Source: an optimization exercise on an open RTL-to-GDS flow (aim: small area and a short achievable clock period). Production flows keep margins and buffers that such runs may drop. Only simulation tests tie the RTL to the original design; equivalence was not proved.

== run A ==
## pipelined_functional_unit
module pipelined_functional_unit #(
  parameter int WIDTH = 32,
  parameter int LAT   = 3
) (
  input  logic             CLK,
  input  logic             RST_N,
  input  logic [WIDTH-1:0] A,
  input  logic [WIDTH-1:0] B,
  input  logic [WIDTH-1:0] C,
  input  logic [4:0]       INST,
  input  logic             CI,
  input  logic             IN_VALID,
  output logic             IN_READY,
  output logic             OUT_VALID,
  input  logic             OUT_READY,
  output logic [WIDTH-1:0] Z,
  output logic [3:0]       FLAGS
);
  logic        w_stall;
  logic [2:0]  r_valid;
  logic        w_madd, w_alu, w_add, w_sub, w_and, w_or, w_xor, w_not, w_pass;
  logic        w_arith, w_sll, w_rsh, w_sra, w_shf;
  logic        w_k00, w_k01, w_k10, w_k11;
  logic [3:0]  w_op;
  logic [31:0] w_oh, w_th, w_lut, w_ma, w_mb, w_cc;
  logic [15:0] w_one, w_two, w_neg;
  assign w_op    = INST[3:0];
  assign w_madd  = INST[4];
  assign w_alu   = !INST[4];
  assign w_add   = w_alu && (w_op == 4'd0 || w_op == 4'd1);
  assign w_sub   = w_alu && (w_op == 4'd2);
  assign w_and   = w_alu && (w_op == 4'd3);
  assign w_or    = w_alu && (w_op == 4'd4);
  assign w_xor   = w_alu && (w_op == 4'd5);
  assign w_not   = w_alu && (w_op == 4'd6);
  assign w_pass  = w_alu && (w_op == 4'd7);
  assign w_sll   = w_alu && (w_op == 4'd8);
  assign w_rsh   = w_alu && (w_op == 4'd9 || w_op == 4'd10);
  assign w_sra   = w_alu && (w_op == 4'd10);
  assign w_arith = w_add || w_sub;
  assign w_shf   = w_sll || w_rsh;
  assign w_oh    = 32'd1 << B[4:0];
  assign w_th    = ~(32'hFFFF_FFFF << B[4:0]);
  assign w_k00 = w_sub || w_not;
  assign w_k01 = w_add || w_or || w_xor || w_not;
  assign w_k10 = w_sub || w_or || w_xor || w_pass;
  assign w_k11 = w_add || w_and || w_or || w_pass;
  ...
export LEC_CHECK = 0
export ABC_AREA = 1
export CAP_MARGIN = 20
export CORE_MARGIN = 2
export CORE_UTILIZATION = 40
export CTS_BUF_LIST = sky130_fd_sc_hd__clkbuf_4 sky130_fd_sc_hd__clkbuf_8
export SETUP_SLACK_MARGIN = 5
export SLEW_MARGIN = 20
export SYNTH_HIERARCHICAL = 1
create_clock -name core_clock -period 10.0 [get_ports {CLK}]
standard.sh (not shown) runs the stock make flow with config.mk's settings and CLKGATE_MAP_FILE= SYNTH_SCRIPT=/design/flow/synth_recipe.tcl, a recipe that flattens the netlist after the stock synthesis.
==> flow/flow/run.sh <==
#!/bin/bash
# The standard layout (standard.sh: ORFS from synthesis to finish) with two changes:
#  - the final ABC technology mapping in synthesis uses flow/abc.script (an area-oriented
#    script) instead of ORFS's abc_area.script; everything else in synth_recipe.tcl is kept;
#  - the input and output port buffers use the smallest buffer cell;
#  - clock tree synthesis clusters more sinks per buffer and inserts no dummy loads.
set -euo pipefail
W=$PWD
sed "1a proc abc {args} { set i [lsearch \$args -script]; if {\$i >= 0} {lset args [expr {\$i + 1}] $W/flow/abc.script}; yosys abc {*}\$args }" synth_recipe.tcl > my_synth.tcl
sed "s#SYNTH_SCRIPT=[^ ]*#SYNTH_SCRIPT=$W/my_synth.tcl#" standard.sh > my_standard.sh
grep -q "SYNTH_SCRIPT=$W/my_synth.tcl" my_standard.sh
export BUFFER_PORTS_ARGS="-buffer_cell sky130_fd_sc_hd__buf_1"
export CTS_ARGS="-sink_clustering_enable -repair_clock_nets -sink_clustering_size 14 -sink_clustering_max_diameter 80 -buf_list {sky130_fd_sc_hd__clkbuf_4 sky130_fd_sc_hd__clkbuf_8} -dont_use_dummy_load"
bash my_standard.sh > standard.log 2>&1
==> flow/flow/abc.script <==
strash
dch -f
amap
topo
stime -c
upsize -c
dnsize -c
Relative to run A, the following input files were edited for run B:
==> flow/flow/run.sh <==
#!/bin/bash
# The standard layout (standard.sh: ORFS from synthesis to finish), with the input and
# output port buffers made from the smallest buffer cell instead of the default choice.
export BUFFER_PORTS_ARGS="-buffer_cell sky130_fd_sc_hd__buf_1"
bash standard.sh > standard.log 2>&1
removed: flow/flow/abc.script
[summary]
- On via count, run B and run A are neck and neck.
- Looking at run B and run A, the async set-reset flop share out of synthesis is a wash.
- Fraction of layout instances using a drive strength above 1 for run B: 5.9 points up relative to run A
- Summary: with run A as the reference, number of global-route vias before repair in run B moved up by a little under 10%.
The following lists how run C was set up differently from run B:
==> flow/flow/run.sh <==
#!/bin/bash
# The standard layout (standard.sh: ORFS from synthesis to finish) with two changes:
#  - the final ABC technology mapping in synthesis uses flow/abc.script (an area-oriented
#    script) instead of ORFS's abc_area.script; everything else in synth_recipe.tcl is kept;
#  - the input and output port buffers use the smallest buffer cell;
#  - clock tree synthesis clusters more sinks per buffer and inserts no dummy loads.
set -euo pipefail
W=$PWD
sed "1a proc abc {args} { set i [lsearch \$args -script]; if {\$i >= 0} {lset args [expr {\$i + 1}] $W/flow/abc.script}; yosys abc {*}\$args }" synth_recipe.tcl > my_synth.tcl
sed "s#SYNTH_SCRIPT=[^ ]*#SYNTH_SCRIPT=$W/my_synth.tcl#" standard.sh > my_standard.sh
grep -q "SYNTH_SCRIPT=$W/my_synth.tcl" my_standard.sh
export BUFFER_PORTS_ARGS="-buffer_cell sky130_fd_sc_hd__buf_1"
export CTS_ARGS="-sink_clustering_enable -repair_clock_nets -sink_clustering_size 14 -sink_clustering_max_diameter 80 -buf_list {sky130_fd_sc_hd__clkbuf_4 sky130_fd_sc_hd__clkbuf_8} -dont_use_dummy_load"
bash my_standard.sh > standard.log 2>&1
==> flow/flow/abc.script (new file) <==
strash
&get -n
&st
&dch
&nf -R 1000
&put
topo
stime -c
upsize -c
dnsize -c
==> comparison <==
- Global-route usage delta for run C relative to run B: 0.29 points lower
- Compared with run B, in run C non-clock inverter count in the final layout now smaller; filler-free cell count of the finished design now smaller; routed wire length now smaller.
- The area fraction of clock buffers and clock inverters reported for run C is smaller than that of run B by 1.9 points.
- Run C: half-perimeter wire length of the detailed placement result lower than run B
- Compared with run B, run C improves final instance area.
#### Input delta (run D over run C)
==> flow/flow/run.sh <==
#!/bin/bash
# The standard layout (standard.sh: ORFS from synthesis to finish) with two changes:
#  - the final ABC technology mapping in synthesis uses flow/abc.script (an area-oriented
#    script) instead of ORFS's abc_area.script; everything else in synth_recipe.tcl is kept;
#  - the input and output port buffers use the smallest buffer cell.
set -euo pipefail
W=$PWD
sed "1a proc abc {args} { set i [lsearch \$args -script]; if {\$i >= 0} {lset args [expr {\$i + 1}] $W/flow/abc.script}; yosys abc {*}\$args }" synth_recipe.tcl > my_synth.tcl
sed "s#SYNTH_SCRIPT=[^ ]*#SYNTH_SCRIPT=$W/my_synth.tcl#" standard.sh > my_standard.sh
grep -q "SYNTH_SCRIPT=$W/my_synth.tcl" my_standard.sh
export BUFFER_PORTS_ARGS="-buffer_cell sky130_fd_sc_hd__buf_1"
bash my_standard.sh > standard.log 2>&1
Run D does worse than run C on final area. Run D — worst setup slack 0.0041 ns higher, run C as reference. Run C → run D: CTS buffer count grew by 77%; number of fill cells in the layout down about 0.9%; synthesis-to-finish area growth increased 2.5 points.

---

pipelined_functional_unit, a different RTL version from the one above (not shown whole).
Size: ~3600 cells after synthesis, roughly 210 flip-flops, roughly 140 I/O pins, ~29000 sq um of cells after synthesis.
Settings: LEC_CHECK=0, CAP_MARGIN=20, CORE_MARGIN=2, CORE_UTILIZATION=40, SLEW_MARGIN=20; clock period 10.0 ns.
run.sh (not shown) runs the stock make flow with config.mk's settings and CLKGATE_MAP_FILE= SYNTH_SCRIPT=/design/flow/synth_recipe.tcl, a recipe that flattens the netlist after the stock synthesis.
Stock flow here: none of the scripts above is used.
The baseline completed with no timing, DRC or antenna violations.
Rerun with:
Settings changed: ABC_CLOCK_PERIOD_IN_PS set to 4000, SETUP_SLACK_MARGIN set to 5.
Result:
- final cell count increases by 2.3%
- worst setup slack gets better by 1.3 ns
- final area increases by 4.7%
- register-to-register slack gets better by 1.3 ns
- worst hold slack gets worse by 0.022 ns

---

pipelined_functional_unit, a different RTL version from the one above (not shown whole).
Size in the first run: ~1,900 cells after synthesis, ~140 I/O pins, roughly 0.019 mm2 of cells after synthesis.
export LEC_CHECK = 0
export ABC_AREA = 1
export CAP_MARGIN = 20
export CORE_MARGIN = 2
export CORE_UTILIZATION = 40
export CTS_BUF_LIST = sky130_fd_sc_hd__clkbuf_4 sky130_fd_sc_hd__clkbuf_8
export SETUP_SLACK_MARGIN = 5
export SLEW_MARGIN = 20
export SYNTH_HIERARCHICAL = 1
create_clock -name core_clock -period 10.0 [get_ports {CLK}]
standard.sh (not shown) runs the stock make flow with config.mk's settings and CLKGATE_MAP_FILE= SYNTH_SCRIPT=/design/flow/synth_recipe.tcl, a recipe that flattens the netlist after the stock synthesis.
==> flow/flow/run.sh <==
#!/bin/bash
# The standard layout (standard.sh: ORFS from synthesis to finish) with two changes:
#  - the final ABC technology mapping in synthesis uses flow/abc.script (an area-oriented
#    script) instead of ORFS's abc_area.script; everything else in synth_recipe.tcl is kept;
#  - the input and output port buffers use the smallest buffer cell;
#  - clock tree synthesis clusters more sinks per buffer and inserts no dummy loads;
#  - timing repair aims for 5.6 ns of setup slack instead of 5 (the clock stays at 10 ns).
set -euo pipefail
W=$PWD
sed "1a proc abc {args} { set i [lsearch \$args -script]; if {\$i >= 0} {lset args [expr {\$i + 1}] $W/flow/abc.script}; yosys abc {*}\$args }" synth_recipe.tcl > my_synth.tcl
sed "s#SYNTH_SCRIPT=[^ ]*#SYNTH_SCRIPT=$W/my_synth.tcl#" standard.sh > my_standard.sh
sed -i "s#SETUP_SLACK_MARGIN=[^ ]*#SETUP_SLACK_MARGIN=5.6#" my_standard.sh
grep -q "SYNTH_SCRIPT=$W/my_synth.tcl" my_standard.sh
grep -q "SETUP_SLACK_MARGIN=5.6" my_standard.sh
export BUFFER_PORTS_ARGS="-buffer_cell sky130_fd_sc_hd__buf_1"
export CTS_ARGS="-sink_clustering_enable -repair_clock_nets -sink_clustering_size 14 -sink_clustering_max_diameter 80 -buf_list {sky130_fd_sc_hd__clkbuf_4 sky130_fd_sc_hd__clkbuf_8} -dont_use_dummy_load"
bash my_standard.sh > standard.log 2>&1
==> flow/flow/abc.script <==
strash
dch -f
amap
topo
stime -c
upsize -c
dnsize -c
The baseline went through all stages and came out clean.
Change:
==> flow/flow/run.sh (replaced) <==
#!/bin/bash
# The standard layout (standard.sh: ORFS from synthesis to finish) with two changes:
#  - the final ABC technology mapping in synthesis uses flow/abc.script (an area-oriented
#    script) instead of ORFS's abc_area.script; everything else in synth_recipe.tcl is kept;
#  - the input and output port buffers use the smallest buffer cell;
#  - clock tree synthesis clusters more sinks per buffer and inserts no dummy loads.
set -euo pipefail
W=$PWD
sed "1a proc abc {args} { set i [lsearch \$args -script]; if {\$i >= 0} {lset args [expr {\$i + 1}] $W/flow/abc.script}; yosys abc {*}\$args }" synth_recipe.tcl > my_synth.tcl
sed "s#SYNTH_SCRIPT=[^ ]*#SYNTH_SCRIPT=$W/my_synth.tcl#" standard.sh > my_standard.sh
grep -q "SYNTH_SCRIPT=$W/my_synth.tcl" my_standard.sh
export BUFFER_PORTS_ARGS="-buffer_cell sky130_fd_sc_hd__buf_1"
export CTS_ARGS="-sink_clustering_enable -repair_clock_nets -sink_clustering_size 14 -sink_clustering_max_diameter 80 -buf_list {sky130_fd_sc_hd__clkbuf_4 sky130_fd_sc_hd__clkbuf_8} -dont_use_dummy_load"
bash my_standard.sh > standard.log 2>&1
Result:
- count of clock-buffer cells in the layout went down by 3
- sequential cell count does not change
- sequential share of layout area went up by 0.91 points
- design area went down by 3.0%
- routed wire length went down by 2.9%
Change:
--- a/flow/flow/run.sh
+++ b/flow/flow/run.sh
@@ -4,10 +4,13 @@
 #    script) instead of ORFS's abc_area.script; everything else in synth_recipe.tcl is kept;
 #  - the input and output port buffers use the smallest buffer cell;
-#  - clock tree synthesis clusters more sinks per buffer and inserts no dummy loads.
+#  - clock tree synthesis clusters more sinks per buffer and inserts no dummy loads;
+#  - timing repair aims for 5.6 ns of setup slack instead of 5 (the clock stays at 10 ns).
 set -euo pipefail
 W=$PWD
 sed "1a proc abc {args} { set i [lsearch \$args -script]; if {\$i >= 0} {lset args [expr {\$i + 1}] $W/flow/abc.script}; yosys abc {*}\$args }" synth_recipe.tcl > my_synth.tcl
 sed "s#SYNTH_SCRIPT=[^ ]*#SYNTH_SCRIPT=$W/my_synth.tcl#" standard.sh > my_standard.sh
+sed -i "s#SETUP_SLACK_MARGIN=[^ ]*#SETUP_SLACK_MARGIN=5.6#" my_standard.sh
 grep -q "SYNTH_SCRIPT=$W/my_synth.tcl" my_standard.sh
+grep -q "SETUP_SLACK_MARGIN=5.6" my_standard.sh
 export BUFFER_PORTS_ARGS="-buffer_cell sky130_fd_sc_hd__buf_1"
 export CTS_ARGS="-sink_clustering_enable -repair_clock_nets -sink_clustering_size 14 -sink_clustering_max_diameter 80 -buf_list {sky130_fd_sc_hd__clkbuf_4 sky130_fd_sc_hd__clkbuf_8} -dont_use_dummy_load"
Settings changed: TNS_END_PERCENT set to 20.
Register-to-register slack improves by 0.39 ns.
Clock-buffer cell count shrinks by 1.
Via count goes up by 2.2%.
First-iteration DRC count rose by 8.8%.
Non-clock buffer count increases by 77.
Maximum frequency went up by 4.4%.
Change:
--- a/flow/flow/run.sh
+++ b/flow/flow/run.sh
@@ -5,12 +5,12 @@
 #  - the input and output port buffers use the smallest buffer cell;
 #  - clock tree synthesis clusters more sinks per buffer and inserts no dummy loads;
-#  - timing repair aims for 5.6 ns of setup slack instead of 5 (the clock stays at 10 ns).
+#  - timing repair aims for 5.4 ns of setup slack instead of 5 (the clock stays at 10 ns).
 set -euo pipefail
 W=$PWD
 sed "1a proc abc {args} { set i [lsearch \$args -script]; if {\$i >= 0} {lset args [expr {\$i + 1}] $W/flow/abc.script}; yosys abc {*}\$args }" synth_recipe.tcl > my_synth.tcl
 sed "s#SYNTH_SCRIPT=[^ ]*#SYNTH_SCRIPT=$W/my_synth.tcl#" standard.sh > my_standard.sh
-sed -i "s#SETUP_SLACK_MARGIN=[^ ]*#SETUP_SLACK_MARGIN=5.6#" my_standard.sh
+sed -i "s#SETUP_SLACK_MARGIN=[^ ]*#SETUP_SLACK_MARGIN=5.4#" my_standard.sh
 grep -q "SYNTH_SCRIPT=$W/my_synth.tcl" my_standard.sh
-grep -q "SETUP_SLACK_MARGIN=5.6" my_standard.sh
+grep -q "SETUP_SLACK_MARGIN=5.4" my_standard.sh
 export BUFFER_PORTS_ARGS="-buffer_cell sky130_fd_sc_hd__buf_1"
 export CTS_ARGS="-sink_clustering_enable -repair_clock_nets -sink_clustering_size 14 -sink_clustering_max_diameter 80 -buf_list {sky130_fd_sc_hd__clkbuf_4 sky130_fd_sc_hd__clkbuf_8} -dont_use_dummy_load"
Settings changed: TNS_END_PERCENT 20 to not set.
What happened:
- clock skew goes down by 0.030 ns
- fmax came out lower slightly
- global-route usage falls by 0.37 points
- worst hold slack loses 0.0091 ns
- register-to-register slack gets worse by 0.15 ns
- final cell count drops slightly

---

## ember
pipelined_functional_unit with an RTL version that a note above also has.
For scale: roughly 2,200 cells after synthesis.
Design pipelined_functional_unit, start of the top module:
module pipelined_functional_unit #(
  parameter int WIDTH = 32,
  parameter int LAT   = 3
) (
  input  logic             CLK,
  input  logic             RST_N,
  input  logic [WIDTH-1:0] A,
  input  logic [WIDTH-1:0] B,
  input  logic [WIDTH-1:0] C,
  input  logic [4:0]       INST,
  input  logic             CI,
  input  logic             IN_VALID,
  output logic             IN_READY,
  output logic             OUT_VALID,
  input  logic             OUT_READY,
  output logic [WIDTH-1:0] Z,
  output logic [3:0]       FLAGS
);
  logic        w_stall;
  logic [2:0]  r_valid;
  logic        w_madd, w_alu, w_add, w_sub, w_and, w_or, w_xor, w_not, w_pass;
  logic        w_arith, w_sll, w_rsh, w_sra, w_shf;
  logic        w_k00, w_k01, w_k10, w_k11;
  logic [3:0]  w_op;
  logic [31:0] w_oh, w_th, w_lut, w_ma, w_mb, w_cc;
  logic [15:0] w_one, w_two, w_neg;
  assign w_op    = INST[3:0];
  assign w_madd  = INST[4];
  assign w_alu   = !INST[4];
  assign w_add   = w_alu && (w_op == 4'd0 || w_op == 4'd1);
  assign w_sub   = w_alu && (w_op == 4'd2);
  ...
Settings: LEC_CHECK=0, ABC_AREA=1, CAP_MARGIN=20, CORE_MARGIN=2, CORE_UTILIZATION=65, CTS_BUF_LIST=sky130_fd_sc_hd__clkbuf_4 sky130_fd_sc_hd__clkbuf_8, SETUP_SLACK_MARGIN=5, SLEW_MARGIN=20, SYNTH_HIERARCHICAL=1; clock period 10.0 ns.
==> flow/flow/run.sh <==
#!/bin/bash
# The standard layout (standard.sh: ORFS from synthesis to finish), with the input and
# output port buffers made from the smallest buffer cell instead of the default choice.
export BUFFER_PORTS_ARGS="-buffer_cell sky130_fd_sc_hd__buf_1"
bash standard.sh > standard.log 2>&1
ember went all the way through the flow, and no timing, DRC or antenna check failed.
Input changes introduced in onyx (baseline for comparison: ember):
- a change of CORE_UTILIZATION from 65 to 40
==> flow/flow/run.sh <==
#!/bin/bash
# The standard layout (standard.sh: ORFS from synthesis to finish) with two changes:
#  - the final ABC technology mapping in synthesis uses flow/abc.script (an area-oriented
#    script) instead of ORFS's abc_area.script; everything else in synth_recipe.tcl is kept;
#  - the input and output port buffers use the smallest buffer cell;
#  - clock tree synthesis clusters more sinks per buffer and inserts no dummy loads;
#  - timing repair aims for 5.4 ns of setup slack instead of 5 (the clock stays at 10 ns).
set -euo pipefail
W=$PWD
sed "1a proc abc {args} { set i [lsearch \$args -script]; if {\$i >= 0} {lset args [expr {\$i + 1}] $W/flow/abc.script}; yosys abc {*}\$args }" synth_recipe.tcl > my_synth.tcl
sed "s#SYNTH_SCRIPT=[^ ]*#SYNTH_SCRIPT=$W/my_synth.tcl#" standard.sh > my_standard.sh
sed -i "s#SETUP_SLACK_MARGIN=[^ ]*#SETUP_SLACK_MARGIN=5.4#" my_standard.sh
grep -q "SYNTH_SCRIPT=$W/my_synth.tcl" my_standard.sh
grep -q "SETUP_SLACK_MARGIN=5.4" my_standard.sh
export BUFFER_PORTS_ARGS="-buffer_cell sky130_fd_sc_hd__buf_1"
export CTS_ARGS="-sink_clustering_enable -repair_clock_nets -sink_clustering_size 14 -sink_clustering_max_diameter 80 -buf_list {sky130_fd_sc_hd__clkbuf_4 sky130_fd_sc_hd__clkbuf_8} -dont_use_dummy_load"
bash my_standard.sh > standard.log 2>&1
==> flow/flow/abc.script (new file) <==
strash
&get -n
&st
&dch
&nf -R 1000
&put
topo
stime -c
upsize -c
dnsize -c
Notes after the runs:
| number of distinct library cell variants in the gate-level netlist after synthesis | onyx vs ember | 3.9% lower |. The run with more setup slack is onyx; ember has less. In terms of count of nets left with antenna violations after detail routing, onyx and ember differ only marginally. onyx has core utilization below what ember had. onyx vs ember: wire length down. Compared with ember, onyx shows a lower post-route clock period utilization. Synthesized-area fraction occupied by ao, oa, aoi and oai cells was lower in the run labelled ember. Comparing ember and onyx, the higher non-clock buffer count was measured on onyx. Sequential share of layout area: onyx vs ember up 1.6 points.
#### Input delta (lagoon over onyx)
==> flow/flow/run.sh <==
#!/bin/bash
# The standard layout (standard.sh: ORFS from synthesis to finish) with two changes:
#  - the final ABC technology mapping in synthesis uses flow/abc.script (an area-oriented
#    script) instead of ORFS's abc_area.script; everything else in synth_recipe.tcl is kept;
#  - the input and output port buffers use the smallest buffer cell.
set -euo pipefail
W=$PWD
sed "1a proc abc {args} { set i [lsearch \$args -script]; if {\$i >= 0} {lset args [expr {\$i + 1}] $W/flow/abc.script}; yosys abc {*}\$args }" synth_recipe.tcl > my_synth.tcl
sed "s#SYNTH_SCRIPT=[^ ]*#SYNTH_SCRIPT=$W/my_synth.tcl#" standard.sh > my_standard.sh
grep -q "SYNTH_SCRIPT=$W/my_synth.tcl" my_standard.sh
export BUFFER_PORTS_ARGS="-buffer_cell sky130_fd_sc_hd__buf_1"
bash my_standard.sh > standard.log 2>&1
==> flow/flow/abc.script <==
strash
dch -f
amap
topo
stime -c
upsize -c
dnsize -c
==> comparison <==
- Total number of multi-input combinational cells in lagoon is about 17% higher than in onyx
- In the reports for lagoon and onyx, the larger fmax belongs to lagoon.
- Relative to onyx, worst setup margin has increased by 0.015 ns in lagoon.

==> separate check: timing with driven ports <==
No port has a modelled driver above. Below, the same layouts with a new extraction and two added sets of constraints.
Step 1: set_driving_cell puts a clkbuf_16 on CLK and a buf_2 on each other input, an assumption about the parent block.
Step 2 adds t to the input delays and takes it off the output delays; t is the mean of the earliest and latest rising clock arrival at the registers after step 1. Input paths then give back, and output paths get back, about the clock's delay inside the block.
Slacks: no drivers / after step 1 / after step 2; pairs: no drivers / after step 1.
run | shift t [ns] | setup WS [ns] | slew at the worst register clock pin (ns)
run A | 0.613 | 5.127 / 5.127 / 4.796 | 0.11 / 0.11
run B | 0.649 | 5.073 / 5.047 / 5.032 | 0.07 / 0.07
run C | 0.597 | 5.091 / 5.063 / 5.063 | 0.10 / 0.10
run D | 0.627 | 5.095 / 5.067 / 5.067 | 0.08 / 0.08
the first run of note 2 | 0.615 | 3.782 / 3.782 / 3.782 | 0.07 / 0.07
the second run of note 2 | 0.610 | 5.085 / 5.059 / 4.596 | 0.06 / 0.06
the first run of note 3 | 0.633 | 5.390 / 5.357 / 5.123 | 0.11 / 0.11
the second run of note 3 | 0.621 | 5.237 / 5.237 / 4.967 | 0.09 / 0.09
the third run of note 3 | 0.614 | 5.439 / 5.408 / 5.018 | 0.10 / 0.10
the fourth run of note 3 | 0.628 | 5.417 / 5.395 / 4.898 | 0.10 / 0.10
ember | 0.647 | 4.973 / 4.973 / 4.973 | 0.08 / 0.08
onyx | 0.599 | 5.084 / 5.084 / 5.084 | 0.10 / 0.10
lagoon | 0.650 | 5.099 / 5.099 / 4.768 | 0.07 / 0.07
After both steps every run listed still meets setup and hold. The setup slack of the fourth run of note 3, which loses most, moves by -0.022 ns with the drivers and by -0.519 ns with both steps.
